This design comes from an exercise in tuning for small area, a short achievable clock period and few clock cycles per item on the open sky130 flow, not from production work. No functional check of the RTL was part of any run shown here. Power is estimated from default activity; no workload was simulated.

==> flow/design.v <==
`timescale 1ns/100ps
package gomoku_pkg;
    typedef enum logic [1:0] {
        EMPTY = 2'b00,
        BLACK = 2'b01,   
        WHITE = 2'b10    
    } cell_t;
    typedef union packed {
        struct packed {
            logic [32-2*4-1:0] rsvd;
            logic [4-1:0]           row;   
            logic [4-1:0]           col;
        } move;                                     
        struct packed {
            logic [32-3:0] rsvd;
            logic               new_game;
            logic               pass;
        } ctrl;                                     
    } reg_word_u;
    typedef struct packed {
        logic [16:0] rsvd;
        logic [8:0]  move_count;   
        logic        last_ok;      
        cell_t       winner;
        cell_t       turn;
        logic        busy;         
    } status_t;
endpackage
`timescale 1ns/100ps
module gomoku_regs (
    input  logic                      clock,
    input  logic                      rst,
    input  logic [5-1:0]        awaddr,
    input  logic                      awvalid,
    output logic                      awready,
    input  logic [32-1:0]        wdata,
    input  logic                      wvalid,
    output logic                      wready,
    output logic                      bvalid,
    output logic [1:0]                bresp,
    input  logic                      bready,
    input  logic [5-1:0]        araddr,
    input  logic                      arvalid,
    output logic                      arready,
    output logic                      rvalid,
    output logic [32-1:0]        rdata,
    output logic [1:0]                rresp,
    input  logic                      rready,
    input  gomoku_pkg::cell_t         pt,         
    input  logic                      five,
    output logic                      clear,        
    output logic                      wr_en,        
    output logic                      diag,
    output logic [3:0][4:0]    s1,
    output logic                      neg1,
    output logic [3:0][4:0]    s2,
    output logic                      hi2,
    output logic [4-1:0]       pick_row,     
    output logic [4-1:0]       last_row,
    output logic [4-1:0]       last_col,
    output logic                      white,        
    output logic                      won
);
    gomoku_pkg::reg_word_u wv;
    logic                  ready;
    logic                  wr_fire;
    logic                  ar_fire;
    logic                  mv_fire;
    logic                  sel_fire;
    logic                  ng_fire;
    logic                  pass_fire;
    logic                  lines;       
    logic                  placed;      
    logic                  five_hv;
    logic                  last_ok;
    logic [8:0]            move_count;
    logic [4-1:0]   cell_row;
    logic [4-1:0]   cell_col;
    logic [3:0]            rsel;        
    logic [8:0]            count_nx;
    gomoku_pkg::cell_t     cell_q;
    logic [4:0]     sum;
    logic [4:0]     dif;
    assign wv = wdata;
    assign awready = ready;
    assign wready  = ready;
    assign bresp   = 2'b00;
    assign arready = !rvalid;
    assign rresp   = 2'b00;
    assign wr_fire   = awvalid && wvalid && ready;
    assign ar_fire   = arvalid && !rvalid;
    assign mv_fire   = wr_fire && awaddr == 5'h00;
    assign sel_fire  = wr_fire && awaddr == 5'h08;
    assign ng_fire   = wr_fire && awaddr == 5'h04 && wv.ctrl.new_game;
    assign pass_fire = wr_fire && awaddr == 5'h04 && wv.ctrl.pass && !wv.ctrl.new_game;
    assign sum = {1'b0, last_row} + {1'b0, last_col};
    assign dif = {1'b0, last_col} - {1'b0, last_row};
    assign pick_row = lines ? last_row : cell_row;
    assign wr_en    = placed;
    always_ff @(posedge clock) begin
        if (rst) begin
            ready  <= 1'b1;
            bvalid <= 1'b0;
            rvalid <= 1'b0;
            lines  <= 1'b0;
            diag   <= 1'b0;
        end else begin
            ready  <= !wr_fire && !(bvalid && !bready) && !lines;
            bvalid <= wr_fire || (bvalid && !bready);
            rvalid <= ar_fire || (rvalid && !rready);
            lines  <= mv_fire;
            diag   <= lines;
        end
    end
    always_ff @(posedge clock) begin
        clear <= rst || ng_fire;
    end
    always_ff @(posedge clock) begin
        if (rst) begin
            last_row <= '0;
            last_col <= '0;
            cell_row <= '0;
            cell_col <= '0;
        end else begin
            if (mv_fire) begin
                last_row <= wv.move.row;
                last_col <= wv.move.col;
            end
            if (sel_fire) begin
                cell_row <= wv.move.row;
                cell_col <= wv.move.col;
            end
        end
    end
    always_ff @(posedge clock) begin
        for (int q = 0; q < 4; q++) begin
            if (rst) begin
                s1[q] <= '0;
            end else if (mv_fire || sel_fire) begin
                s1[q] <= {1'b0, wv.move.col};
            end else if (lines) begin
                s1[q] <= {1'b0, dif[4-1:0]} + (4+1)'(q);
            end else begin
                s1[q] <= {1'b0, cell_col};
            end
            if (mv_fire) begin
                s2[q] <= {1'b0, wv.move.row};
            end else begin
                s2[q] <= {1'b0, sum[4-1:0]} - (4+1)'(q);
            end
        end
        neg1 <= dif[4];
        hi2  <= sum[4];
    end
    always_ff @(posedge clock) begin
        if (rst) begin
            placed <= 1'b0;
        end else begin
            placed <= lines && pt == gomoku_pkg::EMPTY && !won;
        end
        five_hv <= five;   
    end
    assign count_nx = move_count + 9'(placed);
    always_ff @(posedge clock) begin
        if (rst || ng_fire) begin
            white      <= 1'b0;
            won        <= 1'b0;
            last_ok    <= 1'b0;
            move_count <= '0;
        end else begin
            if (diag) begin
                last_ok <= placed;
            end
            move_count <= count_nx;
            if (placed) begin
                if (five_hv || five) begin
                    won <= 1'b1;   
                end else begin
                    white <= !white;
                end
            end
            if (pass_fire && !won) begin
                white <= !white;
            end
        end
    end
    always_ff @(posedge clock) begin
        cell_q <= (rst || clear) ? gomoku_pkg::EMPTY : pt;
        if (!rvalid) begin
            rsel[0] <= araddr == 5'h00;
            rsel[1] <= araddr == 5'h08;
            rsel[2] <= araddr == 5'h0C;
            rsel[3] <= araddr == 5'h10;
        end
    end
    always_comb begin
        rdata = '0;
        if (rsel[0]) rdata[7:0] = rdata[7:0] | {last_row, last_col};
        if (rsel[1]) rdata[7:0] = rdata[7:0] | {cell_row, cell_col};
        if (rsel[2]) rdata[14:0] = rdata[14:0] | {move_count, last_ok, won && white, won && !white,
                                                  white, !white, 1'b0};
        if (rsel[3]) rdata[1:0] = rdata[1:0] | cell_q;
    end
endmodule
`timescale 1ns/100ps
module board_store (
    input  logic                                   clock,
    input  logic                                   clear,       
    input  logic                                   wr_en,       
    input  logic [4-1:0]                    wr_row,
    input  logic [4-1:0]                    wr_col,
    input  logic                                   wr_white,
    input  logic [16-1:0][4-1:0]    k1,
    input  logic [16-1:0][4-1:0]    k2,
    output logic [16-1:0]                  p1_b,
    output logic [16-1:0]                  p1_w,
    output logic [16-1:0]                  p2_b,
    output logic [16-1:0]                  p2_w
);
    logic [16-1:0][16-1:0] bl;   
    logic [16-1:0][16-1:0] wh;
    logic [16-1:0]                 row_b;
    logic [16-1:0]                 row_w;
    logic [16-1:0]                 col_hit;
    always_comb begin
        for (int i = 0; i < 16; i++) begin
            row_b[i]   = wr_en && !wr_white && wr_row == 4'(i);
            row_w[i]   = wr_en && wr_white && wr_row == 4'(i);
            col_hit[i] = wr_col == 4'(i);
        end
    end
    always_ff @(posedge clock) begin
        for (int i = 0; i < 16; i++) begin
            for (int j = 0; j < 16; j++) begin
                bl[i][j] <= !clear && (bl[i][j] || (row_b[i] && col_hit[j]));
                wh[i][j] <= !clear && (wh[i][j] || (row_w[i] && col_hit[j]));
            end
        end
    end
    always_comb begin
        for (int i = 0; i < 16; i++) begin
            p1_b[i] = bl[i][k1[i]];
            p1_w[i] = wh[i][k1[i]];
            p2_b[i] = bl[k2[i]][i];
            p2_w[i] = wh[k2[i]][i];
        end
    end
endmodule
`timescale 1ns/100ps
module win_checker (
    input  logic                                   diag,       
    input  logic [3:0][4:0]                 s1,         
    input  logic                                   neg1,       
    input  logic [3:0][4:0]                 s2,         
    input  logic                                   hi2,        
    input  logic [4-1:0]                    row,        
    input  logic [4-1:0]                    col,
    input  logic                                   white,      
    input  logic [16-1:0]                  p1_b,
    input  logic [16-1:0]                  p1_w,
    input  logic [16-1:0]                  p2_b,
    input  logic [16-1:0]                  p2_w,
    output logic [16-1:0][4-1:0]    k1,
    output logic [16-1:0][4-1:0]    k2,
    output logic                                   five
);
    logic [16-1:0] ok1;
    logic [16-1:0] ok2;
    logic [16-1:0] line1;
    logic [16-1:0] line2;
    logic                  five1;
    logic                  five2;
    function automatic logic [2:0] add_m(input logic [2:0] t, input int m);
        case (m)
            0: add_m = {t[2], t[1], t[0]};
            1: add_m = {t[2] || (t[1] && t[0]), t[1] ^ t[0], !t[0]};
            2: add_m = {t[2] || t[1], !t[1], t[0]};
            default: add_m = {t[2] || t[1] || t[0], !(t[1] ^ t[0]), !t[0]};
        endcase
    endfunction
    function automatic logic [2:0] sub_m(input logic [2:0] t, input int m);
        case (m)
            0: sub_m = {t[2], t[1], t[0]};
            1: sub_m = {t[2] || (!t[1] && !t[0]), !(t[1] ^ t[0]), !t[0]};
            2: sub_m = {t[2] || !t[1], !t[1], t[0]};
            default: sub_m = {t[2] || !(t[1] && t[0]), t[1] ^ t[0], !t[0]};
        endcase
    endfunction
    always_comb begin
        for (int i = 0; i < 16; i++) begin
            logic [2:0] h1;
            logic [2:0] h2;
            h1 = add_m(s1[i % 4][4:2], i / 4);
            h2 = sub_m(s2[i % 4][4:2], i / 4);
            k1[i]  = {diag ? h1[1:0] : s1[i % 4][3:2], s1[i % 4][1:0]};
            k2[i]  = {diag ? h2[1:0] : s2[i % 4][3:2], s2[i % 4][1:0]};
            ok1[i] = !diag || h1[2] == neg1;
            ok2[i] = !diag || h2[2] == hi2;
        end
    end
    always_comb begin
        for (int i = 0; i < 16; i++) begin
            line1[i] = (ok1[i] && (white ? p1_w[i] : p1_b[i])) || row == 4'(i);
            line2[i] = (ok2[i] && (white ? p2_w[i] : p2_b[i])) || col == 4'(i);
        end
    end
    always_comb begin
        five1 = 1'b0;
        five2 = 1'b0;
        for (int s = 0; s + 5 <= 16; s++) begin
            five1 = five1 || &line1[s+:5];
            five2 = five2 || &line2[s+:5];
        end
    end
    assign five = five1 || five2;
endmodule
`timescale 1ns/100ps
module status_display (
    input  logic [4-1:0] last_row,
    input  logic [4-1:0] last_col,
    input  logic                white,    
    input  logic                won,
    output logic [6:0]          hex0,     
    output logic [6:0]          hex1,     
    output logic [7:0]          ledr,
    output logic [7:0]          ledg
);
    localparam logic [16*7-1:0] SEGS = {
        7'b0001110, 7'b0000110, 7'b0100001, 7'b1000110,    
        7'b0000011, 7'b0001000, 7'b0010000, 7'b0000000,    
        7'b1111000, 7'b0000010, 7'b0010010, 7'b0011001,    
        7'b0110000, 7'b0100100, 7'b1111001, 7'b1000000};   
    assign hex1 = SEGS[7*last_row +: 7];
    assign hex0 = SEGS[7*last_col +: 7];
    assign ledr = {won && !white, 6'b0, !won && !white};
    assign ledg = {!won && white, 6'b0, won && white};
endmodule
`timescale 1ns/100ps
module gomoku_top (
    input  logic               clock,
    input  logic               rst,
    input  logic [5-1:0] awaddr,
    input  logic               awvalid,
    output logic               awready,
    input  logic [32-1:0] wdata,
    input  logic               wvalid,
    output logic               wready,
    output logic               bvalid,
    output logic [1:0]         bresp,
    input  logic               bready,
    input  logic [5-1:0] araddr,
    input  logic               arvalid,
    output logic               arready,
    output logic               rvalid,
    output logic [32-1:0] rdata,
    output logic [1:0]         rresp,
    input  logic               rready,
    output logic [6:0]         hex0,
    output logic [6:0]         hex1,
    output logic [7:0]         ledr,
    output logic [7:0]         ledg
);
    logic                                 clear;
    logic                                 wr_en;
    logic                                 diag;
    logic [3:0][4:0]               s1;
    logic [3:0][4:0]               s2;
    logic                                 neg1;
    logic                                 hi2;
    logic [4-1:0]                  pick_row;
    logic [4-1:0]                  last_row;
    logic [4-1:0]                  last_col;
    logic                                 white;
    logic                                 won;
    logic                                 five;
    gomoku_pkg::cell_t                    pt;
    logic [16-1:0][4-1:0]  k1;
    logic [16-1:0][4-1:0]  k2;
    logic [16-1:0]                p1_b;
    logic [16-1:0]                p1_w;
    logic [16-1:0]                p2_b;
    logic [16-1:0]                p2_w;
    assign pt = gomoku_pkg::cell_t'({p1_w[pick_row], p1_b[pick_row]});
    gomoku_regs u_regs (
        .clock, .rst,
        .awaddr, .awvalid, .awready, .wdata, .wvalid, .wready,
        .bvalid, .bresp, .bready,
        .araddr, .arvalid, .arready, .rvalid, .rdata, .rresp, .rready,
        .pt, .five, .clear, .wr_en, .diag, .s1, .neg1, .s2, .hi2,
        .pick_row, .last_row, .last_col, .white, .won
    );
    board_store u_board (
        .clock, .clear, .wr_en,
        .wr_row (last_row),
        .wr_col (last_col),
        .wr_white (white),
        .k1, .k2, .p1_b, .p1_w, .p2_b, .p2_w
    );
    win_checker u_check (
        .diag, .s1, .neg1, .s2, .hi2,
        .row (last_row),
        .col (last_col),
        .white, .p1_b, .p1_w, .p2_b, .p2_w,
        .k1, .k2, .five
    );
    status_display u_disp (
        .last_row, .last_col, .white, .won, .hex0, .hex1, .ledr, .ledg
    );
endmodule
==> flow/run.sh <==
#!/bin/bash
# synth_recipe.tcl (not shown) runs the flow's synth.tcl, then flattens the netlist and writes it again
# the make line also repeats each setting of config.mk as NAME=value (left out here)
make -C /OpenROAD-flow-scripts/flow DESIGN_CONFIG=/design/flow/config.mk WORK_HOME=/design/flow/orfs CLKGATE_MAP_FILE= SYNTH_SCRIPT=/design/flow/synth_recipe.tcl finish
==> flow/config.mk <==
export PLATFORM = sky130hd
export DESIGN_NAME = gomoku_top
export DESIGN_NICKNAME = gomoku_top
export VERILOG_FILES = /design/flow/design.v
export SDC_FILE = /design/flow/constraint.sdc
export NUM_CORES = 4
export LEC_CHECK = 0
export ABC_CLOCK_PERIOD_IN_PS = 3000
export CAP_MARGIN = 20
export CORE_MARGIN = 2
export CORE_UTILIZATION = 30
export SETUP_SLACK_MARGIN = 5
export SLEW_MARGIN = 20
==> flow/constraint.sdc <==
create_clock -name core_clock -period 8.0 [get_ports {clock}]
set_input_delay 1.6000 -clock core_clock [delete_from_list [all_inputs] [get_ports {clock}]]
set_output_delay 1.6000 -clock core_clock [all_outputs]
set_load 0.01 [all_outputs]
==> results of run 1 <==
==> metrics by stage <==
step	instance area [µm²]	hold WS [ns]	utilization (%)
2_1_floorplan	30300	0.445	-
3_3_place_gp	31600	0.461	31.7
3_5_place_dp	31600	0.474	31.7
4_1_cts	35700	0.491	35.8
5_1_grt	36400	0.511	36.5
6_report	36400	0.490	36.5
==> state kept, by name, summed over array words and instances, names as in the netlist, 2 cells and up <==
register / flops
u_regs.cell_q: 2
u_regs.s1: 17
u_regs.s2: 17
u_regs.last_row: 4
u_regs.rsel: 4
u_regs.move_count: 9
u_regs.cell_row: 4
u_board.bl: 256
u_regs.cell_col: 4
u_regs.last_col: 4
u_board.wh: 256
==> layout by cell type, fill, tap and decap left out, types with 15 or more instances in the layout <==
master,instances
buf_4,157
clkinv_2,15
nand3_1,26
buf_12,30
buf_6,39
and2_1,23
a21oi_1,576
xnor2_1,18
mux2i_1,92
nor2_1,617
mux2_2,22
dfxtp_4,17
ha_1,35
clkbuf_16,64
mux4_2,273
o21ai_0,36
conb_1,33
clkdlybuf4s50_1,21
buf_2,24
dfxtp_1,559
nor2b_1,18
inv_1,31
nand2_1,111
xor2_1,28
==> cell families after synthesis <==
logic type / share of synthesized area (%)
AOI/OAI and AO/OA: 14.0
and+or+nand+nor: 12.5
xor gates and xnor gates: 1.70
muxes: 24.9
buffers and inverters: 5.35
DFF: 39.5
adders and majority gates: 2.01
other: 0.0125
==> critical path: cells and delay by family (launching register included) <==
kind                   cells  cell delay, ns
and+or+nand+nor            3            0.84
buffers and inverters      2            0.26
DFF                        1            0.45
==> what timing repair did <==
item | CTS | global route
setup endpoints to repair | 115 | 67
hold endpoints to repair | 0 | 0
pin swaps | 32 | 28
resized for setup | 345 | 65
cloned | 13 | 2
setup buffers | 110 | 43
hold buffers | 0 | 0
==> power groups by stage <==
stage	Combinational [mW]	Sequential, mW	Clock [mW]
floorplan	0.113	3.01	0
global placement	0.137	3.03	0
detailed placement	0.136	3.03	0
CTS	0.163	2.96	2.99
global route	0.181	2.96	3.11
finish	0.172	2.96	2.97
==> layer usage <==
layer,up-vias,track usage [%]
li1,11294,-
met1,13197,31.1
met2,1943,33.4
met3,382,5.58
met4,6,11.8
met5,-,0
==> area by class of cell <==
type	instances	area [µm²]	area share [%]
clock inverters	25	295	0.811
clock buffers	88	1770	4.86
repair buffers	300	3180	8.74
inverters	43	193	0.529
multi-input cells	2205	17400	47.9
well taps	1298	1620	4.46
flip-flops and latches	590	11900	32.7
diodes	1	2.50	0.00687
==> worst paths after layout <==
kind / endpoint / slack (ns) / depth (start not counted)
max: hex0[0] / 4.20 / 5
min: u_board.wh[46]$_DFF_P_ / 0.49 / 2
max reg2reg: u_regs.white$_SDFFE_PP0P_ / 4.50 / 14
min reg2reg: u_board.wh[46]$_DFF_P_ / 0.49 / 2
==> impl_metrics.yaml, run 1 <==
route:
  wl_per_cell_um: 26.8
  wl_met2_mm: 51.8
  uppermost_routed_layer: "met5"
  met1_length_mm: 46.6
  vias_per_cell: 5.89
  drt_pre_antenna_iters: 7
  detailroute.wirelength.met3_mm: 15.9
  drt_wl_total_mm: 122
  drcViolationCount: 0
  drtIter0Drc: 4146
  antenna_violating_nets_post_route: 0
  via_count: 26822
placement:
  dp.final_hpwl_mm: 71.6
  placed_cells_incl_taps: 4268
  gp_congestion: 1.05
  io_buffer_count: 62
  dp_slack_ns: 3.00
power_and_ir_drop:
  comb_power_share_pct: 2.8
  pwr-share-clk_pct: 48.7
  power.internal_mw: 4.72
  seq_power_share_pct: 48.5
  power_switching_mw: 1.37
  netSwitchingFraction_pct: 22.5
  cellLeakagePower_nw: 13.1
  irDropWorstVdd_mv: 0.195
  post-layout-total-power_mw: 6.10
  power.density_nw_per_um2: 167
final_layout:
  area_delta_synth_final_pct: 21.3
  drive_gt1_share_pct: 25.2
  final_net_count: 3297
  fillerInstances: 9815
  final_cell_count_no_fill: 4550
worst_setup_path:
  regToRegStartpoint: "u_regs.s2[10]$_DFF_P_"
  critical_path.startpoint: "u_regs.last_col[3]$_SDFFE_PP0P_"
  critical_path_arrival_ns: 2.20
  critical-path-max-stage-delay_ns: 0.52
  critical_setup_path_class: "flip-flop to primary output"
  worst-path-max-fanout: 12
  worstPathCellList: "nor2b_1 > and2_4 > buf_12 > or4_4 > buf_6"
  critical_path.startpoint_type: "flip-flop"
  critical_path.slowest_cell: "or4_4"
  end_kind: "primary output"
  cp_data_required_time_ns: 6.40
logic_synthesis:
  syn-mean-instance-area_um2: 9.64
  post_synthesis_cell_count: 3115
  yosys.area.top_type_share_pct: 39.1
  syn-cell-area_um2: 30000
  netlist_top_cells_area: "dfxtp_1 39%, mux4_2 20%, a21oi_1 9.8%, nor2_1 7.8%, mux2i_1 3.5%"
  synth-seq-cells: 590
  synth_area_leader: "dfxtp_1"
  sequential_area_share_after_synthesis_pct: 39.5
  synth_async_sr_flop_share_pct: 0
  netlist_top_cells_count: "627 x nor2_1, 589 x a21oi_1, 586 x dfxtp_1, 272 x mux4_2, 200 x clkbuf_1"
  yosys_warn_count: 3
  yosys.cell_count.top_type: "nor2_1"
  yosysUniqueCellTypes: 77
  number_of_flops_mapped_to_enable_cells_by_yosys: 4
  synth_ff_type: "dfxtp_1"
global_route:
  grt_max_degree: 230
  grt.total_usage_pct: 22.8
  global_route_wire_length_before_repair_mm: 174
  grt.overflow.total: 0
  grt_antenna_before_repair: 8
  first_global_vias: 24413
timing:
  slew_headroom_pct: 19.0
  grt_setup_unrepaired: "yes"
  report.final.setup_viol: 0
  finalSetupTns_ns: 0
  worst-slew-pin-transition_ns: 1.21
  final_number_of_max_transition_violations: 0
  fin_crit_sh_pct: 47.6
  post-route-worst-setup-slack_ns: 4.20
  max_clock_freq_mhz: 263
  worst_case_clock_skew_ns: 0.0176
  finalHoldViolCount: 0
  layout_min_cycle_time_ns: 3.80
die:
  core-area_um2: 99700
  dieWidth_um: 320
  fp.dieArea_um2: 103000
  rows: 116
  starting_density_of_the_core_pct: 30.1
  top_level_i_o_count: 120
  fp.dieH_um: 320
clock_network:
  cts_max_path_buffers: 3
  clk_pin_slew_ns: 0.06
  level_count_of_the_clock_h_tree: 2
  cts-root-buf: "clkbuf_16"
  worst_skew_pair.late_latency_ns: 0.65
  cts.sinks: 590
  cts_made_buffers: 61
  tritoncts: "yes"
worst_hold_path:
  holdCritPathClass: "flip-flop to flip-flop"
  hold_path.startpoint: "u_board.wh[46]$_DFF_P_"
outcome:
  status: "timing/DRC/antenna clean"
flow_run:
  drv_cap: 0
==> run 2: changes to the inputs <==
--- a/flow/config.mk
+++ b/flow/config.mk
@@ -9,5 +9,8 @@
 export CAP_MARGIN = 20
 export CORE_MARGIN = 2
 export CORE_UTILIZATION = 30
+export CTS_BUF_LIST = sky130_fd_sc_hd__clkbuf_16
+export CTS_CLUSTER_DIAMETER = 80
+export CTS_CLUSTER_SIZE = 25
 export SETUP_SLACK_MARGIN = 5
 export SLEW_MARGIN = 20
==> run 2 against run 1 <==
Against the previous run:
- still clean
- synthesized area stayed put
- sequential power about the same
- setup slack lost 0.021 ns
- power decreased by 20%
- utilization decreased by 1.2 points
- via count shrank 1.0%
==> impl_metrics.yaml, run 2 <==
power_and_ir_drop:
  pwr-share-clk_pct: 36.2
  power_switching_mw: 1.18
  power.internal_mw: 3.72
  irDropWorstVdd_mv: 0.136
  cellLeakagePower_nw: 12.5
  netSwitchingFraction_pct: 24.2
  power.density_nw_per_um2: 139
  comb_power_share_pct: 3.6
  seq_power_share_pct: 60.3
final_layout:
  final_cell_count_no_fill: 4481
  multi_input_gate_area_um2: 17400
  sequential_cell_area_um2: 11900
  layout_commonest_cell: "nor2_1"
  drive_gt1_share_pct: 24.1
  largestRegisters: "u_board.bl: 256 flops, u_board.wh: 256 flops"
  area_delta_synth_final_pct: 17.4
  most-common-layout-cells: "617 x nor2_1, 576 x a21oi_1, 560 x dfxtp_1"
  final_net_count: 3267
  post-route-cell-area_um2: 35300
  antennaDiodeCount: 0
  fillerInstances: 9906
die:
  fp.dieArea_um2: 103000
  core-area_um2: 99700
  dieWidth_um: 320
  rows: 116
  starting_density_of_the_core_pct: 30.1
  top_level_i_o_count: 120
  fp.dieH_um: 320
timing:
  report.final.setup_viol: 0
  grt_setup_unrepaired: "yes"
  worst-slew-pin-transition_ns: 1.27
  fin_crit_sh_pct: 47.8
  max_clock_freq_mhz: 261
  worst_case_clock_skew_ns: 0.0304
  slew_headroom_pct: 15.2
  finalHoldViolCount: 0
  finalSetupTns_ns: 0
  post-route-worst-setup-slack_ns: 4.17
  final_number_of_max_transition_violations: 0
  layout_min_cycle_time_ns: 3.83
logic_synthesis:
  synth_ff_type: "dfxtp_1"
  yosysUniqueCellTypes: 77
  post_synthesis_cell_count: 3115
  yosys.area.top_type_share_pct: 39.1
  syn-mean-instance-area_um2: 9.64
  synth-seq-cells: 590
  sequential_area_share_after_synthesis_pct: 39.5
  number_of_flops_mapped_to_enable_cells_by_yosys: 4
  synth_area_leader: "dfxtp_1"
  yosys.cell_count.top_type: "nor2_1"
  yosys_warn_count: 3
  netlist_top_cells_count: "627 x nor2_1, 589 x a21oi_1, 586 x dfxtp_1, 272 x mux4_2, 200 x clkbuf_1"
  netlist_top_cells_area: "dfxtp_1 39%, mux4_2 20%, a21oi_1 9.8%, nor2_1 7.8%, mux2i_1 3.5%"
  syn-cell-area_um2: 30000
  synth_async_sr_flop_share_pct: 0
global_route:
  global_route_wire_length_before_repair_mm: 172
  first_global_vias: 23879
  grt.overflow.total: 0
  grt_max_degree: 230
  grt_antenna_before_repair: 8
  grt.total_usage_pct: 22.5
clock_network:
  tritoncts: "yes"
  cts.sinks: 590
  worst_skew_pair.late_latency_ns: 0.66
  clk_pin_slew_ns: 0.10
  level_count_of_the_clock_h_tree: 1
  cts_made_buffers: 30
  cts_max_path_buffers: 3
  cts-root-buf: "clkbuf_16"
route:
  wl_per_cell_um: 27.0
  drt_pre_antenna_iters: 6
  vias_per_cell: 5.92
  drt_wl_total_mm: 121
  drcViolationCount: 0
  via_count: 26542
  antenna_violating_nets_post_route: 0
  drtIter0Drc: 4325
worst_setup_path:
  end_kind: "primary output"
  critical_path.startpoint_type: "flip-flop"
  critical_setup_path_class: "flip-flop to primary output"
  cp_data_required_time_ns: 6.40
  worst-path-max-fanout: 5
  critical_path_arrival_ns: 2.23
placement:
  placed_cells_incl_taps: 4268
  gp_congestion: 1.05
  dp_slack_ns: 3.00
  io_buffer_count: 62
  dp.final_hpwl_mm: 71.6
  dpl-instance-area_um2: 31600
flow_run:
  drv_cap: 0
worst_hold_path:
  holdCritPathClass: "flip-flop to flip-flop"
outcome:
  status: "timing/DRC/antenna clean"
-- run 2: cell counts after synthesis --
No cell type changed its count.
-- run 2: repair_timing --
item / CTS / global route
pin swaps: 33 / 38
hold buffers: 0 / 0
cloned: 11 / 1
resized for setup: 333 / 88
setup endpoints to repair: 112 / 61
setup buffers: 110 / 47
-- run 2: cell type report --
class / count / area share, %
clock buffer: 31 / 2.20
multi-input combinational: 2205 / 49.5
tap: 1298 / 4.61
sequential: 590 / 33.8
timing repair buffer: 301 / 9.00
clock inverter: 13 / 0.341
inverter: 43 / 0.532
-- run 2: worst max-delay path, stage by stage (launching register included) --
cell	delay [ns]
dfxtp_4	0.41
inv_4	0.06
ha_4	0.17
and2_4	0.15
buf_12	0.12
or4_4	0.52
buf_6	0.14
-- run 2: final timing paths --
check	start	depth (start not counted)	slack, ns	end
worst max-delay path	u_regs.last_col[1]$_SDFFE_PP0P_	6	4.17	hex0[0]
worst min register to register	u_regs.bvalid$_SDFF_PP0_	2	0.50	u_regs.bvalid$_SDFF_PP0_
worst min-delay path	u_regs.bvalid$_SDFF_PP0_	2	0.50	u_regs.bvalid$_SDFF_PP0_
worst max register to register	u_regs.s2[15]$_DFF_P_	13	4.56	u_regs.white$_SDFFE_PP0P_
-- run 2: power by group through the flow --
stage / combinational (mW) / sequential (mW) / clock, mW
6_report: 0.175 / 2.95 / 1.77
5_1_grt: 0.184 / 2.96 / 1.89
4_1_cts: 0.165 / 2.95 / 1.79
3_5_place_dp: 0.136 / 3.03 / 0
3_3_place_gp: 0.137 / 3.03 / 0
2_1_floorplan: 0.113 / 3.01 / 0
-- run 2: logic make-up after synthesis --
family | count (synthesis) | synth area share [%]
simple gates | 900 | 12.5
compound gates | 766 | 14.0
flops | 590 | 39.5
mux | 402 | 24.9
buf+inv | 354 | 5.35
xor+xnor | 55 | 1.70
fa+ha+maj | 47 | 2.01
other cells | 1 | 0.0125
-- run 2: routing by layer --
metal | vias to the layer above | part of all wire [%] | GRT usage, %
met3 | 282 | 13 | 4.29
met2 | 1871 | 43 | 33.5
met4 | 8 | 5.2 | 10.5
met1 | 13178 | 39 | 31.5
li1 | 11203 | - | -
met5 | - | 0.041 | 0
-- run 2: metrics by stage --
step / hold WS, ns / util (%) / total power, mW
finish: 0.497 / 35.4 / 4.90
floorplan: 0.445 / - / 3.13
global route: 0.518 / 35.4 / 5.03
CTS: 0.484 / 34.6 / 4.90
detailed placement: 0.474 / 31.7 / 3.17
global placement: 0.461 / 31.7 / 3.17
==> run 3: changes to the inputs <==
--- a/flow/design.v
+++ b/flow/design.v
@@ -51,10 +51,11 @@
     output logic                      clear,        
     output logic                      wr_en,        
     output logic                      diag,
+    output logic                      lines,      
     output logic [3:0][4:0]    s1,
     output logic                      neg1,
     output logic [3:0][4:0]    s2,
-    output logic                      hi2,
+    output logic                      top2,
     output logic [4-1:0]       pick_row,     
     output logic [4-1:0]       last_row,
     output logic [4-1:0]       last_col,
@@ -69,14 +70,14 @@
     logic                  sel_fire;
     logic                  ng_fire;
     logic                  pass_fire;
-    logic                  lines;       
     logic                  placed;      
     logic                  five_hv;
     logic                  last_ok;
     logic [8:0]            move_count;
     logic [4-1:0]   cell_row;
     logic [4-1:0]   cell_col;
-    logic [3:0]            rsel;        
+    logic                  rsel_st;     
+    logic [14:0]           rd_q;
     logic [8:0]            count_nx;
     gomoku_pkg::cell_t     cell_q;
     logic [4:0]     sum;
@@ -93,8 +94,8 @@
     assign sel_fire  = wr_fire && awaddr == 5'h08;
     assign ng_fire   = wr_fire && awaddr == 5'h04 && wv.ctrl.new_game;
     assign pass_fire = wr_fire && awaddr == 5'h04 && wv.ctrl.pass && !wv.ctrl.new_game;
-    assign sum = {1'b0, last_row} + {1'b0, last_col};
-    assign dif = {1'b0, last_col} - {1'b0, last_row};
+    assign sum = {1'b0, wv.move.row} + {1'b0, wv.move.col};
+    assign dif = {1'b0, wv.move.col} - {1'b0, wv.move.row};
     assign pick_row = lines ? last_row : cell_row;
     assign wr_en    = placed;
     always_ff @(posedge clock) begin
@@ -136,21 +137,25 @@
         for (int q = 0; q < 4; q++) begin
             if (rst) begin
                 s1[q] <= '0;
-            end else if (mv_fire || sel_fire) begin
+            end else if (mv_fire) begin
+                s1[q] <= {1'b0, dif[4-1:0]} + (4+1)'(q);
+            end else if (sel_fire) begin
                 s1[q] <= {1'b0, wv.move.col};
             end else if (lines) begin
-                s1[q] <= {1'b0, dif[4-1:0]} + (4+1)'(q);
+                s1[q] <= {1'b0, last_col};
             end else begin
                 s1[q] <= {1'b0, cell_col};
             end
             if (mv_fire) begin
-                s2[q] <= {1'b0, wv.move.row};
-            end else begin
                 s2[q] <= {1'b0, sum[4-1:0]} - (4+1)'(q);
+            end else begin
+                s2[q] <= {1'b0, last_row};
             end
         end
-        neg1 <= dif[4];
-        hi2  <= sum[4];
+        if (mv_fire) begin
+            neg1 <= dif[4];
+            top2 <= sum[4];
+        end
     end
     always_ff @(posedge clock) begin
         if (rst) begin
@@ -187,20 +192,19 @@
     always_ff @(posedge clock) begin
         cell_q <= (rst || clear) ? gomoku_pkg::EMPTY : pt;
         if (!rvalid) begin
-            rsel[0] <= araddr == 5'h00;
-            rsel[1] <= araddr == 5'h08;
-            rsel[2] <= araddr == 5'h0C;
-            rsel[3] <= araddr == 5'h10;
+            rsel_st <= araddr == 5'h0C;
+            case (araddr)
+                5'h00:     rd_q <= {7'b0, last_row, last_col};
+                5'h08: rd_q <= {7'b0, cell_row, cell_col};
+                5'h0C:   rd_q <= {count_nx, diag ? placed : last_ok, 5'b0};
+                5'h10:     rd_q <= {13'b0, cell_q};
+                default:       rd_q <= '0;
+            endcase
         end
     end
-    always_comb begin
-        rdata = '0;
-        if (rsel[0]) rdata[7:0] = rdata[7:0] | {last_row, last_col};
-        if (rsel[1]) rdata[7:0] = rdata[7:0] | {cell_row, cell_col};
-        if (rsel[2]) rdata[14:0] = rdata[14:0] | {move_count, last_ok, won && white, won && !white,
-                                                  white, !white, 1'b0};
-        if (rsel[3]) rdata[1:0] = rdata[1:0] | cell_q;
-    end
+    assign rdata = {17'b0, rd_q[14:5],
+                    rd_q[4:1] | {4{rsel_st}} & {won && white, won && !white, white, !white},
+                    rd_q[0]};
 endmodule
 `timescale 1ns/100ps
 module board_store (
@@ -252,7 +256,7 @@
     input  logic [3:0][4:0]                 s1,         
     input  logic                                   neg1,       
     input  logic [3:0][4:0]                 s2,         
-    input  logic                                   hi2,        
+    input  logic                                   top2,       
     input  logic [4-1:0]                    row,        
     input  logic [4-1:0]                    col,
     input  logic                                   white,      
@@ -295,7 +299,7 @@
             k1[i]  = {diag ? h1[1:0] : s1[i % 4][3:2], s1[i % 4][1:0]};
             k2[i]  = {diag ? h2[1:0] : s2[i % 4][3:2], s2[i % 4][1:0]};
             ok1[i] = !diag || h1[2] == neg1;
-            ok2[i] = !diag || h2[2] == hi2;
+            ok2[i] = !diag || h2[2] == top2;
         end
     end
     always_comb begin
@@ -316,6 +320,8 @@
 endmodule
 `timescale 1ns/100ps
 module status_display (
+    input  logic                clock,
+    input  logic                rst,
     input  logic [4-1:0] last_row,
     input  logic [4-1:0] last_col,
     input  logic                white,    
@@ -330,8 +336,15 @@
         7'b0000011, 7'b0001000, 7'b0010000, 7'b0000000,    
         7'b1111000, 7'b0000010, 7'b0010010, 7'b0011001,    
         7'b0110000, 7'b0100100, 7'b1111001, 7'b1000000};   
-    assign hex1 = SEGS[7*last_row +: 7];
-    assign hex0 = SEGS[7*last_col +: 7];
+    always_ff @(posedge clock) begin
+        if (rst) begin
+            hex1 <= SEGS[6:0];
+            hex0 <= SEGS[6:0];
+        end else begin
+            hex1 <= SEGS[7*last_row +: 7];
+            hex0 <= SEGS[7*last_col +: 7];
+        end
+    end
     assign ledr = {won && !white, 6'b0, !won && !white};
     assign ledg = {!won && white, 6'b0, won && white};
 endmodule
@@ -366,7 +379,8 @@
     logic [3:0][4:0]               s1;
     logic [3:0][4:0]               s2;
     logic                                 neg1;
-    logic                                 hi2;
+    logic                                 top2;
+    logic                                 lines;
     logic [4-1:0]                  pick_row;
     logic [4-1:0]                  last_row;
     logic [4-1:0]                  last_col;
@@ -386,7 +400,7 @@
         .awaddr, .awvalid, .awready, .wdata, .wvalid, .wready,
         .bvalid, .bresp, .bready,
         .araddr, .arvalid, .arready, .rvalid, .rdata, .rresp, .rready,
-        .pt, .five, .clear, .wr_en, .diag, .s1, .neg1, .s2, .hi2,
+        .pt, .five, .clear, .wr_en, .diag, .s1, .neg1, .s2, .top2, .lines,
         .pick_row, .last_row, .last_col, .white, .won
     );
     board_store u_board (
@@ -397,13 +411,14 @@
         .k1, .k2, .p1_b, .p1_w, .p2_b, .p2_w
     );
     win_checker u_check (
-        .diag, .s1, .neg1, .s2, .hi2,
+        .diag (lines), .s1, .neg1, .s2, .top2,
         .row (last_row),
         .col (last_col),
         .white, .p1_b, .p1_w, .p2_b, .p2_w,
         .k1, .k2, .five
     );
     status_display u_disp (
+        .clock, .rst,
         .last_row, .last_col, .white, .won, .hex0, .hex1, .ledr, .ledg
     );
 endmodule
==> run 3 against run 2 <==
Against the previous run:
- synthesized area grew 3.0%
- first-iteration DRC count rose by 0.67%
- setup slack improved by 0.14 ns
- clock-buffer cell count grew 6
==> impl_metrics.yaml, run 3 <==
timing:
  final_number_of_max_transition_violations: 0
  fin_crit_sh_pct: 46.1
  post-route-worst-setup-slack_ns: 4.31
  layout_min_cycle_time_ns: 3.69
  finalSetupTns_ns: 0
  finalHoldViolCount: 0
  report.final.setup_viol: 0
  worst_case_clock_skew_ns: 0.0326
  max_clock_freq_mhz: 271
  grt_setup_unrepaired: "yes"
  worst-slew-pin-transition_ns: 1.14
  slew_headroom_pct: 23.7
outcome:
  status: "timing/DRC/antenna clean"
clock_network:
  clk_pin_slew_ns: 0.10
  cts.sinks: 616
  level_count_of_the_clock_h_tree: 2
  tritoncts: "yes"
  cts_max_path_buffers: 3
  cts-root-buf: "clkbuf_16"
  cts_hold_buffers: 0
  worst_skew_pair.late_latency_ns: 0.60
  cts_made_buffers: 35
power_and_ir_drop:
  irDropWorstVdd_mv: 0.116
  pwr-share-clk_pct: 38.8
  netSwitchingFraction_pct: 24.1
  comb_power_share_pct: 4.7
  power_switching_mw: 1.32
  seq_power_share_pct: 56.5
  power.density_nw_per_um2: 152
  cellLeakagePower_nw: 12.6
  power.internal_mw: 4.16
route:
  antenna_violating_nets_post_route: 0
  drt_pre_antenna_iters: 8
  drtIter0Drc: 4354
  via_count: 26344
  drt_wl_total_mm: 119
  drcViolationCount: 0
  wl_per_cell_um: 26.1
  vias_per_cell: 5.78
placement:
  io_buffer_count: 62
  dp_slack_ns: 3.41
  gp_congestion: 1.00
  dp.final_hpwl_mm: 73.7
final_layout:
  layout_commonest_cell: "nor2_1"
  area_delta_synth_final_pct: 16.4
  largestRegisters: "u_board.bl: 256 flops, u_board.wh: 256 flops"
  final_net_count: 3268
  drive_gt1_share_pct: 21.4
  most-common-layout-cells: "637 x nor2_1, 576 x dfxtp_1, 564 x a21oi_1"
die:
  top_level_i_o_count: 120
  rows: 117
  fp.dieArea_um2: 106000
  starting_density_of_the_core_pct: 30.3
  dieWidth_um: 325
  core-area_um2: 102000
  fp.dieH_um: 325
global_route:
  grt_max_degree: 220
  grt.total_usage_pct: 21.8
  first_global_vias: 24293
  grt_antenna_before_repair: 4
  global_route_wire_length_before_repair_mm: 172
  grt.overflow.total: 0
worst_setup_path:
  reg2reg_to: "u_regs.white$_SDFFE_PP0P_"
  r2r.worst_path.cells: 12
  worst-path-max-fanout: 6
  worst_setup_slack_for_register_to_register_paths_ns: 4.31
  critical_setup_path_class: "flip-flop to flip-flop"
  end_kind: "flip-flop"
  regToRegStartpoint: "u_regs.s2[10]$_DFF_P_"
  critical_path.startpoint_type: "flip-flop"
  critical_path_arrival_ns: 4.17
  cp_data_required_time_ns: 8.48
logic_synthesis:
  number_of_flops_mapped_to_enable_cells_by_yosys: 18
  netlist_top_cells_count: "650 x nor2_1, 598 x dfxtp_1, 572 x a21oi_1, 248 x mux4_2, 182 x clkbuf_1"
  synth_area_leader: "dfxtp_1"
  sequential_area_share_after_synthesis_pct: 40.5
  syn-mean-instance-area_um2: 9.79
  post_synthesis_cell_count: 3159
  synth_ff_type: "dfxtp_1"
  yosys_warn_count: 4
  syn-cell-area_um2: 30900
  yosys.cell_count.top_type: "nor2_1"
  yosysUniqueCellTypes: 89
  synth-seq-cells: 616
  synth_async_sr_flop_share_pct: 0
  netlist_top_cells_area: "dfxtp_1 39%, mux4_2 18%, a21oi_1 9.3%, nor2_1 7.9%, mux2i_1 4.4%"
  yosys.area.top_type_share_pct: 38.7
worst_hold_path:
  holdPathEnd: "u_regs.bvalid$_SDFF_PP0_"
  hold_path.startpoint: "u_regs.bvalid$_SDFF_PP0_"
  holdCritPathClass: "flip-flop to flip-flop"
  worst_hold_path.num_cells: 2
flow_run:
  drv_cap: 0
==> run 3: cell count changes in the layout (fill, tap and decap cells not counted), moves of 10 or more <==
| cell | previous run | this run |
|---|---|---|
| mux2i_1 | 96 | 117 |
| nor2_1 | 617 | 637 |
| edfxtp_1 | 4 | 18 |
| buf_6 | 38 | 17 |
| a21oi_1 | 576 | 564 |
| dfxtp_1 | 560 | 576 |
| buf_2 | 20 | 4 |
| and2_4 | 12 | 1 |
| xor2_1 | 30 | 20 |
| mux4_2 | 273 | 253 |
| dlygate4sd2_1 | 5 | 35 |
| buf_4 | 162 | 128 |
==> run 3: per-stage QoR <==
| step | instance area [µm²] | utilization (%) | total power [mW] | hold slack [ns] | instances |
|---|---|---|---|---|---|
| finish | 36000 | 35.3 | 5.48 | 0.493 | 4561 |
| global placement | 32700 | 32.0 | 3.38 | 0.459 | 4387 |
| global route | 36000 | 35.3 | 5.62 | 0.504 | 4560 |
| detailed placement | 32700 | 32.0 | 3.38 | 0.468 | 4387 |
| floorplan | 31400 | - | 3.33 | 0.441 | 3191 |
| CTS | 35500 | 34.8 | 5.48 | 0.490 | 4534 |
==> run 3: power groups by stage <==
stage          clock [mW]  combinational [mW]  sequential [mW]
2_1_floorplan           0               0.170             3.16
3_3_place_gp            0               0.211             3.17
3_5_place_dp            0               0.212             3.17
4_1_cts              2.15               0.234             3.09
5_1_grt              2.25               0.271             3.10
6_report             2.13               0.256             3.10
==> run 3: logic make-up after synthesis <==
logic type / count (synthesis) / share of synthesized area (%)
and+or+nand+nor: 897 / 12.0
AOI/OAI and AO/OA: 756 / 13.5
DFF: 616 / 40.5
muxes: 424 / 24.6
buffers and inverters: 359 / 5.66
xor gates and xnor gates: 60 / 1.85
adders and majority gates: 46 / 1.91
other: 1 / 0.0121
==> run 3: final cells by class <==
| cell class | count | area, µm² |
|---|---|---|
| fill | 10217 | 66100 |
| clock buffer | 37 | 926 |
| clock inverter | 19 | 255 |
| timing repair buffer | 259 | 2900 |
| multi-input combinational | 2218 | 17400 |
| tap | 1368 | 1710 |
| sequential | 616 | 12600 |
| antenna | 1 | 2.50 |
| timing repair inverter | 1 | 6.26 |
| inverter | 42 | 191 |
==> run 3: worst max-delay path: stages (launching register included) <==
cell and delay [ns]:
dfxtp_4 0.47, buf_12 0.18, buf_8 0.13, mux4_2 0.60
mux4_2 0.51, or3_4 0.35, o311ai_4 0.12, a211oi_2 0.08
a21oi_1 0.22, nor4_2 0.10, or4b_1 0.47, o21a_1 0.22
mux2i_1 0.12
==> run 3: worst max-delay path by stage <==
stage | startpoint | end | cells past startpoint
detailed placement | u_regs.s2[10]$_DFF_P_ | u_regs.white$_SDFFE_PP0P_ | 11
global placement | u_regs.s2[10]$_DFF_P_ | u_regs.white$_SDFFE_PP0P_ | 11
finish | u_regs.s2[10]$_DFF_P_ | u_regs.white$_SDFFE_PP0P_ | 12
floorplan | wdata[0] | u_regs.s1[8]$_SDFF_PP0_ | 10
CTS | u_regs.s2[10]$_DFF_P_ | u_regs.white$_SDFFE_PP0P_ | 11
global route | u_regs.lines$_SDFF_PP0_ | u_regs.won$_SDFFE_PP0P_ | 12
==> run 3: layer usage <==
metal,track usage (%),part of all wire [%],vias up
met1,30.1,41,13055
met2,32.4,43,1731
met5,0,0.034,-
met4,10.9,5.2,6
li1,-,-,11259
met3,4.12,11,293
==> run 3: what timing repair did <==
action / in CTS / in global routing
endpoints found under the hold margin: 0 / 0
pin swaps: 15 / 13
endpoints found under the setup margin: 168 / 40
gates resized for setup: 221 / 51
buffers inserted: 78 / 25
cloned: 13 / 1
==> run 4: changes to the inputs <==
--- a/flow/design.v
+++ b/flow/design.v
@@ -51,10 +51,11 @@
     output logic                      clear,        
     output logic                      wr_en,        
     output logic                      diag,
-    output logic                      lines,      
     output logic [3:0][4:0]    s1,
     output logic                      neg1,
     output logic [3:0][4:0]    s2,
+    output logic [15:0][1:0]          lo1,
+    output logic [15:0][1:0]          lo2,
     output logic                      top2,
     output logic [4-1:0]       pick_row,     
     output logic [4-1:0]       last_row,
@@ -70,14 +71,14 @@
     logic                  sel_fire;
     logic                  ng_fire;
     logic                  pass_fire;
+    logic                  lines;       
     logic                  placed;      
     logic                  five_hv;
     logic                  last_ok;
     logic [8:0]            move_count;
     logic [4-1:0]   cell_row;
     logic [4-1:0]   cell_col;
-    logic                  rsel_st;     
-    logic [14:0]           rd_q;
+    logic [3:0]            rsel;        
     logic [8:0]            count_nx;
     gomoku_pkg::cell_t     cell_q;
     logic [4:0]     sum;
@@ -94,8 +95,8 @@
     assign sel_fire  = wr_fire && awaddr == 5'h08;
     assign ng_fire   = wr_fire && awaddr == 5'h04 && wv.ctrl.new_game;
     assign pass_fire = wr_fire && awaddr == 5'h04 && wv.ctrl.pass && !wv.ctrl.new_game;
-    assign sum = {1'b0, wv.move.row} + {1'b0, wv.move.col};
-    assign dif = {1'b0, wv.move.col} - {1'b0, wv.move.row};
+    assign sum = {1'b0, last_row} + {1'b0, last_col};
+    assign dif = {1'b0, last_col} - {1'b0, last_row};
     assign pick_row = lines ? last_row : cell_row;
     assign wr_en    = placed;
     always_ff @(posedge clock) begin
@@ -137,25 +138,39 @@
         for (int q = 0; q < 4; q++) begin
             if (rst) begin
                 s1[q] <= '0;
-            end else if (mv_fire) begin
-                s1[q] <= {1'b0, dif[4-1:0]} + (4+1)'(q);
-            end else if (sel_fire) begin
+            end else if (mv_fire || sel_fire) begin
                 s1[q] <= {1'b0, wv.move.col};
             end else if (lines) begin
-                s1[q] <= {1'b0, last_col};
+                s1[q] <= {1'b0, dif[4-1:0]} + (4+1)'(q);
             end else begin
                 s1[q] <= {1'b0, cell_col};
             end
             if (mv_fire) begin
-                s2[q] <= {1'b0, sum[4-1:0]} - (4+1)'(q);
+                s2[q] <= {1'b0, wv.move.row};
             end else begin
-                s2[q] <= {1'b0, last_row};
+                s2[q] <= {1'b0, sum[4-1:0]} - (4+1)'(q);
             end
         end
-        if (mv_fire) begin
-            neg1 <= dif[4];
-            top2 <= sum[4];
+        neg1 <= dif[4];
+    end
+    always_ff @(posedge clock) begin
+        for (int i = 0; i < 16; i++) begin
+            if (rst) begin
+                lo1[i] <= 2'(i / 4);
+            end else if (mv_fire || sel_fire) begin
+                lo1[i] <= wv.move.col[1:0] ^ 2'(i / 4);
+            end else if (lines) begin
+                lo1[i] <= (dif[1:0] + 2'(i % 4)) ^ 2'(i / 4);
+            end else begin
+                lo1[i] <= cell_col[1:0] ^ 2'(i / 4);
+            end
+            if (mv_fire) begin
+                lo2[i] <= wv.move.row[1:0] ^ 2'(i / 4);
+            end else begin
+                lo2[i] <= (sum[1:0] - 2'(i % 4)) ^ 2'(i / 4);
+            end
         end
+        top2 <= sum[4];
     end
     always_ff @(posedge clock) begin
         if (rst) begin
@@ -192,19 +207,20 @@
     always_ff @(posedge clock) begin
         cell_q <= (rst || clear) ? gomoku_pkg::EMPTY : pt;
         if (!rvalid) begin
-            rsel_st <= araddr == 5'h0C;
-            case (araddr)
-                5'h00:     rd_q <= {7'b0, last_row, last_col};
-                5'h08: rd_q <= {7'b0, cell_row, cell_col};
-                5'h0C:   rd_q <= {count_nx, diag ? placed : last_ok, 5'b0};
-                5'h10:     rd_q <= {13'b0, cell_q};
-                default:       rd_q <= '0;
-            endcase
+            rsel[0] <= araddr == 5'h00;
+            rsel[1] <= araddr == 5'h08;
+            rsel[2] <= araddr == 5'h0C;
+            rsel[3] <= araddr == 5'h10;
         end
     end
-    assign rdata = {17'b0, rd_q[14:5],
-                    rd_q[4:1] | {4{rsel_st}} & {won && white, won && !white, white, !white},
-                    rd_q[0]};
+    always_comb begin
+        rdata = '0;
+        if (rsel[0]) rdata[7:0] = rdata[7:0] | {last_row, last_col};
+        if (rsel[1]) rdata[7:0] = rdata[7:0] | {cell_row, cell_col};
+        if (rsel[2]) rdata[14:0] = rdata[14:0] | {move_count, last_ok, won && white, won && !white,
+                                                  white, !white, 1'b0};
+        if (rsel[3]) rdata[1:0] = rdata[1:0] | cell_q;
+    end
 endmodule
 `timescale 1ns/100ps
 module board_store (
@@ -214,8 +230,10 @@
     input  logic [4-1:0]                    wr_row,
     input  logic [4-1:0]                    wr_col,
     input  logic                                   wr_white,
-    input  logic [16-1:0][4-1:0]    k1,
-    input  logic [16-1:0][4-1:0]    k2,
+    input  logic [16-1:0][1:0]             lo1,    
+    input  logic [16-1:0][1:0]             hi1,
+    input  logic [16-1:0][1:0]             lo2,    
+    input  logic [16-1:0][1:0]             hi2,
     output logic [16-1:0]                  p1_b,
     output logic [16-1:0]                  p1_w,
     output logic [16-1:0]                  p2_b,
@@ -241,13 +259,22 @@
             end
         end
     end
-    always_comb begin
-        for (int i = 0; i < 16; i++) begin
-            p1_b[i] = bl[i][k1[i]];
-            p1_w[i] = wh[i][k1[i]];
-            p2_b[i] = bl[k2[i]][i];
-            p2_w[i] = wh[k2[i]][i];
-        end
+    logic [16-1:0][16-1:0] r1b;
+    logic [16-1:0][16-1:0] r1w;
+    logic [16-1:0][16-1:0] r2b;
+    logic [16-1:0][16-1:0] r2w;
+    for (genvar i = 0; i < 16; i++) begin : g_port
+        for (genvar x = 0; x < 16; x++) begin : g_in
+            localparam int Y = (x / 4) * 4 + ((x % 4) ^ (i / 4));
+            assign r1b[i][x] = bl[i][Y];
+            assign r1w[i][x] = wh[i][Y];
+            assign r2b[i][x] = bl[Y][i];
+            assign r2w[i][x] = wh[Y][i];
+        end
+        assign p1_b[i] = r1b[i][{hi1[i], lo1[i]}];
+        assign p1_w[i] = r1w[i][{hi1[i], lo1[i]}];
+        assign p2_b[i] = r2b[i][{hi2[i], lo2[i]}];
+        assign p2_w[i] = r2w[i][{hi2[i], lo2[i]}];
     end
 endmodule
 `timescale 1ns/100ps
@@ -264,8 +291,8 @@
     input  logic [16-1:0]                  p1_w,
     input  logic [16-1:0]                  p2_b,
     input  logic [16-1:0]                  p2_w,
-    output logic [16-1:0][4-1:0]    k1,
-    output logic [16-1:0][4-1:0]    k2,
+    output logic [16-1:0][1:0]             hi1,
+    output logic [16-1:0][1:0]             hi2,
     output logic                                   five
 );
     logic [16-1:0] ok1;
@@ -296,8 +323,8 @@
             logic [2:0] h2;
             h1 = add_m(s1[i % 4][4:2], i / 4);
             h2 = sub_m(s2[i % 4][4:2], i / 4);
-            k1[i]  = {diag ? h1[1:0] : s1[i % 4][3:2], s1[i % 4][1:0]};
-            k2[i]  = {diag ? h2[1:0] : s2[i % 4][3:2], s2[i % 4][1:0]};
+            hi1[i] = diag ? h1[1:0] : s1[i % 4][3:2];
+            hi2[i] = diag ? h2[1:0] : s2[i % 4][3:2];
             ok1[i] = !diag || h1[2] == neg1;
             ok2[i] = !diag || h2[2] == top2;
         end
@@ -320,8 +347,6 @@
 endmodule
 `timescale 1ns/100ps
 module status_display (
-    input  logic                clock,
-    input  logic                rst,
     input  logic [4-1:0] last_row,
     input  logic [4-1:0] last_col,
     input  logic                white,    
@@ -336,15 +361,8 @@
         7'b0000011, 7'b0001000, 7'b0010000, 7'b0000000,    
         7'b1111000, 7'b0000010, 7'b0010010, 7'b0011001,    
         7'b0110000, 7'b0100100, 7'b1111001, 7'b1000000};   
-    always_ff @(posedge clock) begin
-        if (rst) begin
-            hex1 <= SEGS[6:0];
-            hex0 <= SEGS[6:0];
-        end else begin
-            hex1 <= SEGS[7*last_row +: 7];
-            hex0 <= SEGS[7*last_col +: 7];
-        end
-    end
+    assign hex1 = SEGS[7*last_row +: 7];
+    assign hex0 = SEGS[7*last_col +: 7];
     assign ledr = {won && !white, 6'b0, !won && !white};
     assign ledg = {!won && white, 6'b0, won && white};
 endmodule
@@ -380,7 +398,6 @@
     logic [3:0][4:0]               s2;
     logic                                 neg1;
     logic                                 top2;
-    logic                                 lines;
     logic [4-1:0]                  pick_row;
     logic [4-1:0]                  last_row;
     logic [4-1:0]                  last_col;
@@ -388,8 +405,10 @@
     logic                                 won;
     logic                                 five;
     gomoku_pkg::cell_t                    pt;
-    logic [16-1:0][4-1:0]  k1;
-    logic [16-1:0][4-1:0]  k2;
+    logic [16-1:0][1:0]           lo1;
+    logic [16-1:0][1:0]           lo2;
+    logic [16-1:0][1:0]           hi1;
+    logic [16-1:0][1:0]           hi2;
     logic [16-1:0]                p1_b;
     logic [16-1:0]                p1_w;
     logic [16-1:0]                p2_b;
@@ -400,7 +419,7 @@
         .awaddr, .awvalid, .awready, .wdata, .wvalid, .wready,
         .bvalid, .bresp, .bready,
         .araddr, .arvalid, .arready, .rvalid, .rdata, .rresp, .rready,
-        .pt, .five, .clear, .wr_en, .diag, .s1, .neg1, .s2, .top2, .lines,
+        .pt, .five, .clear, .wr_en, .diag, .s1, .neg1, .s2, .top2, .lo1, .lo2,
         .pick_row, .last_row, .last_col, .white, .won
     );
     board_store u_board (
@@ -408,17 +427,16 @@
         .wr_row (last_row),
         .wr_col (last_col),
         .wr_white (white),
-        .k1, .k2, .p1_b, .p1_w, .p2_b, .p2_w
+        .lo1, .hi1, .lo2, .hi2, .p1_b, .p1_w, .p2_b, .p2_w
     );
     win_checker u_check (
-        .diag (lines), .s1, .neg1, .s2, .top2,
+        .diag, .s1, .neg1, .s2, .top2,
         .row (last_row),
         .col (last_col),
         .white, .p1_b, .p1_w, .p2_b, .p2_w,
-        .k1, .k2, .five
+        .hi1, .hi2, .five
     );
     status_display u_disp (
-        .clock, .rst,
         .last_row, .last_col, .white, .won, .hex0, .hex1, .ledr, .ledg
     );
 endmodule
--- a/flow/config.mk
+++ b/flow/config.mk
@@ -9,8 +9,5 @@
 export CAP_MARGIN = 20
 export CORE_MARGIN = 2
 export CORE_UTILIZATION = 30
-export CTS_BUF_LIST = sky130_fd_sc_hd__clkbuf_16
-export CTS_CLUSTER_DIAMETER = 80
-export CTS_CLUSTER_SIZE = 25
 export SETUP_SLACK_MARGIN = 5
 export SLEW_MARGIN = 20
==> run 4 against run 3 <==
Against the previous run:
- combinational power fell by 31%
- largest power group is now the clock network
- still clean on timing, DRC and antenna
- critical path type is now flip-flop to primary output
- first-iteration DRC count fell by 4.5%
- synthesized area fell by 1.7%
- wire length rose by 0.19%
- critical endpoint is now hex0[0]
- register-to-register slack improved by 0.12 ns
- clock power rose by about 50%
- die area fell by 1.7%
==> impl_metrics.yaml, run 4 <==
timing:
  final_number_of_max_transition_violations: 0
  fin_crit_sh_pct: 46.7
  grt_setup_unrepaired: "yes"
  report.final.setup_viol: 0
  slew_headroom_pct: 18.5
  max_clock_freq_mhz: 268
  finalSetupTns_ns: 0
  layout_min_cycle_time_ns: 3.74
  finalHoldViolCount: 0
  post-route-worst-setup-slack_ns: 4.26
  worst_case_clock_skew_ns: 0.0168
  worst-slew-pin-transition_ns: 1.22
worst_setup_path:
  end_kind: "primary output"
  worst-path-max-fanout: 4
  critical_path.startpoint_type: "flip-flop"
  critical_setup_path_class: "flip-flop to primary output"
  cp_data_required_time_ns: 6.40
  critical_path_arrival_ns: 2.14
final_layout:
  final_net_count: 3384
  drive_gt1_share_pct: 24.7
  area_delta_synth_final_pct: 23.1
  sequential_cell_area_um2: 12200
  most-common-layout-cells: "627 x nor2_1, 575 x a21oi_1, 569 x dfxtp_1"
  fillerInstances: 9746
  fin_util_pct: 37.3
  multi_input_gate_area_um2: 17700
  final_cell_count_no_fill: 4699
  layout_commonest_cell: "nor2_1"
  post-route-cell-area_um2: 37400
  largestRegisters: "u_board.bl: 256 flops, u_board.wh: 256 flops"
clock_network:
  cts_made_buffers: 67
  clk_pin_slew_ns: 0.06
  tritoncts: "yes"
  level_count_of_the_clock_h_tree: 3
  cts_hold_buffers: 0
  cts.sinks: 602
  cts_max_path_buffers: 3
  cts-root-buf: "clkbuf_16"
  worst_skew_pair.late_latency_ns: 0.61
placement:
  gp_congestion: 0.996
  io_buffer_count: 62
  dp.final_hpwl_mm: 73.7
  dpl-instance-area_um2: 32300
  placed_cells_incl_taps: 4417
  dp_slack_ns: 3.59
outcome:
  status: "timing/DRC/antenna clean"
power_and_ir_drop:
  irDropWorstVdd_mv: 0.119
  cellLeakagePower_nw: 14.0
  power.density_nw_per_um2: 171
global_route:
  grt.total_usage_pct: 22.4
  grt_antenna_before_repair: 3
  grt.overflow.total: 0
  first_global_vias: 25091
  grt_max_degree: 234
  global_route_wire_length_before_repair_mm: 172
die:
  rows: 116
  dieWidth_um: 322
  starting_density_of_the_core_pct: 30.3
  fp.dieH_um: 322
  fp.dieArea_um2: 104000
  top_level_i_o_count: 120
  core-area_um2: 100000
route:
  vias_per_cell: 5.72
  antenna_violating_nets_post_route: 0
  drt_wl_total_mm: 119
  drcViolationCount: 0
  via_count: 26891
  drtIter0Drc: 4158
  wl_per_cell_um: 25.4
  drt_pre_antenna_iters: 6
flow_run:
  drv_cap: 0
logic_synthesis:
  syn-mean-instance-area_um2: 9.53
  number_of_flops_mapped_to_enable_cells_by_yosys: 4
  syn-cell-area_um2: 30400
  yosys.area.top_type_share_pct: 39.4
  netlist_top_cells_area: "dfxtp_1 39%, mux4_2 19%, a21oi_1 9.7%, nor2_1 7.8%, mux2i_1 5.3%"
  synth_area_leader: "dfxtp_1"
  synth_async_sr_flop_share_pct: 0
  synth-seq-cells: 602
  sequential_area_share_after_synthesis_pct: 39.8
  netlist_top_cells_count: "635 x nor2_1, 598 x dfxtp_1, 588 x a21oi_1, 250 x mux4_2, 197 x clkbuf_1"
  post_synthesis_cell_count: 3190
  yosys.cell_count.top_type: "nor2_1"
  yosys_warn_count: 3
  synth_ff_type: "dfxtp_1"
  yosysUniqueCellTypes: 68
worst_hold_path:
  holdCritPathClass: "flip-flop to flip-flop"
==> run 4: cell count changes after synthesis, sizes merged, moves of 16 or more <==
cell,before,now
inv,40,61
buf,131,107
mux2i,136,161
a21oi,572,588
nand3,27,44
==> run 4: cell type report <==
cell class              instances  share of cell area, %
repair inverters                1                 0.0234
well taps                    1357                   4.54
repair buffers                304                   8.90
clock buffers                 103                   5.50
flip-flops and latches        602                   32.5
inverters                      63                  0.736
diodes                          4                 0.0267
multi-input cells            2250                   47.2
clock inverters                15                  0.552
==> run 4: report_power, final <==
part | internal (mW) | switching (mW)
Sequential | 3.00 | 0.0168
Clock | 1.93 | 1.27
Combinational | 0.0634 | 0.113
Total | 4.99 | 1.40
==> run 4: worst paths after layout <==
path | from | endpoint | slack, ns | depth (start not counted)
max | u_regs.last_col[1]$_SDFFE_PP0P_ | hex0[0] | 4.26 | 6
min | u_board.bl[45]$_DFF_P_ | u_board.bl[45]$_DFF_P_ | 0.49 | 2
max reg2reg | u_regs.white$_SDFFE_PP0P_ | u_regs.won$_SDFFE_PP0P_ | 4.43 | 13
min reg2reg | u_board.bl[45]$_DFF_P_ | u_board.bl[45]$_DFF_P_ | 0.49 | 2
==> run 4: critical path: stages (launching register included) <==
cell and delay, ns:
dfxtp_4 0.36, buf_4 0.15, buf_6 0.12, ha_4 0.16
and2_2 0.17, or4_4 0.43, buf_6 0.14
==> run 4: metrics by stage <==
| step | hold slack (ns) | power [mW] |
|---|---|---|
| after global routing | 0.511 | 6.55 |
| after detailed placement | 0.474 | 3.23 |
| final | 0.491 | 6.40 |
| after CTS | 0.488 | 6.40 |
| after floorplan | 0.444 | 3.19 |
| after global placement | 0.463 | 3.23 |
==> run 4: timing repair <==
item | CTS | global route
gates resized for setup | 369 | 93
buffers inserted | 111 | 32
pin swaps | 38 | 30
endpoints found under the setup margin | 95 | 73
cloned | 11 | 5
endpoints found under the hold margin | 0 | 0
==> run 4: logic make-up after synthesis <==
logic type               count (synthesis)  synth area share [%]
adder cells (fa/ha/maj)                 46                  1.94
flip-flops                             602                  39.8
multiplexers                           433                  24.6
AND/OR/NAND/NOR                        920                  12.8
XOR/XNOR                                60                  1.75
buffers and inverters                  370                  5.37
AO/OA/AOI/OAI                          758                  13.7
other                                    1                0.0123
==> run 4: layer usage <==
metal  GRT usage (%)  share of wire, %  up-vias
met1            29.4                39    13281
met3            5.39                12      337
met2            33.9                44     1716
met4            11.9               5.8        2
met5               0             0.011        -
li1                -                 -    11555

afterwards: timing with drivers on the ports:
Ports are ideal in the flow. The routed layouts listed here were re-timed in OpenROAD.
Step 1 sets driving cells, clkbuf_16 on the clock port and buf_2 on the other inputs (assumed; they add their load-dependent delay and slew).
Step 2, shift: input delay + t, output delay - t, t = (earliest + latest rising clock arrival at the registers) / 2. This alone moves slack from input paths to output paths.
Three values: ideal ports, drivers, drivers and shift; two values: the first two.
| run | shift t [ns] | setup WS [ns] | worst register clock-pin slew, ns | worst slew at a driven data input, ns | pins driven straight from the clock port |
|---|---|---|---|---|---|
| run 1 | 0.703 | 4.195 / 4.131 / 4.393 | 0.07 / 0.07 | 0.04 | 1 |
| run 2 | 0.708 | 4.175 / 4.110 / 4.396 | 0.11 / 0.11 | 0.04 | 1 |
| run 3 | 0.657 | 4.313 / 4.313 / 4.313 | 0.11 / 0.11 | 0.05 | 1 |
| run 4 | 0.676 | 4.262 / 4.190 / 4.244 | 0.07 / 0.07 | 0.06 | 1 |
After both steps every run listed still meets setup and hold. For run 4, which loses most, drivers alone change the setup slack by -0.072 ns; drivers and shift together by -0.018 ns.
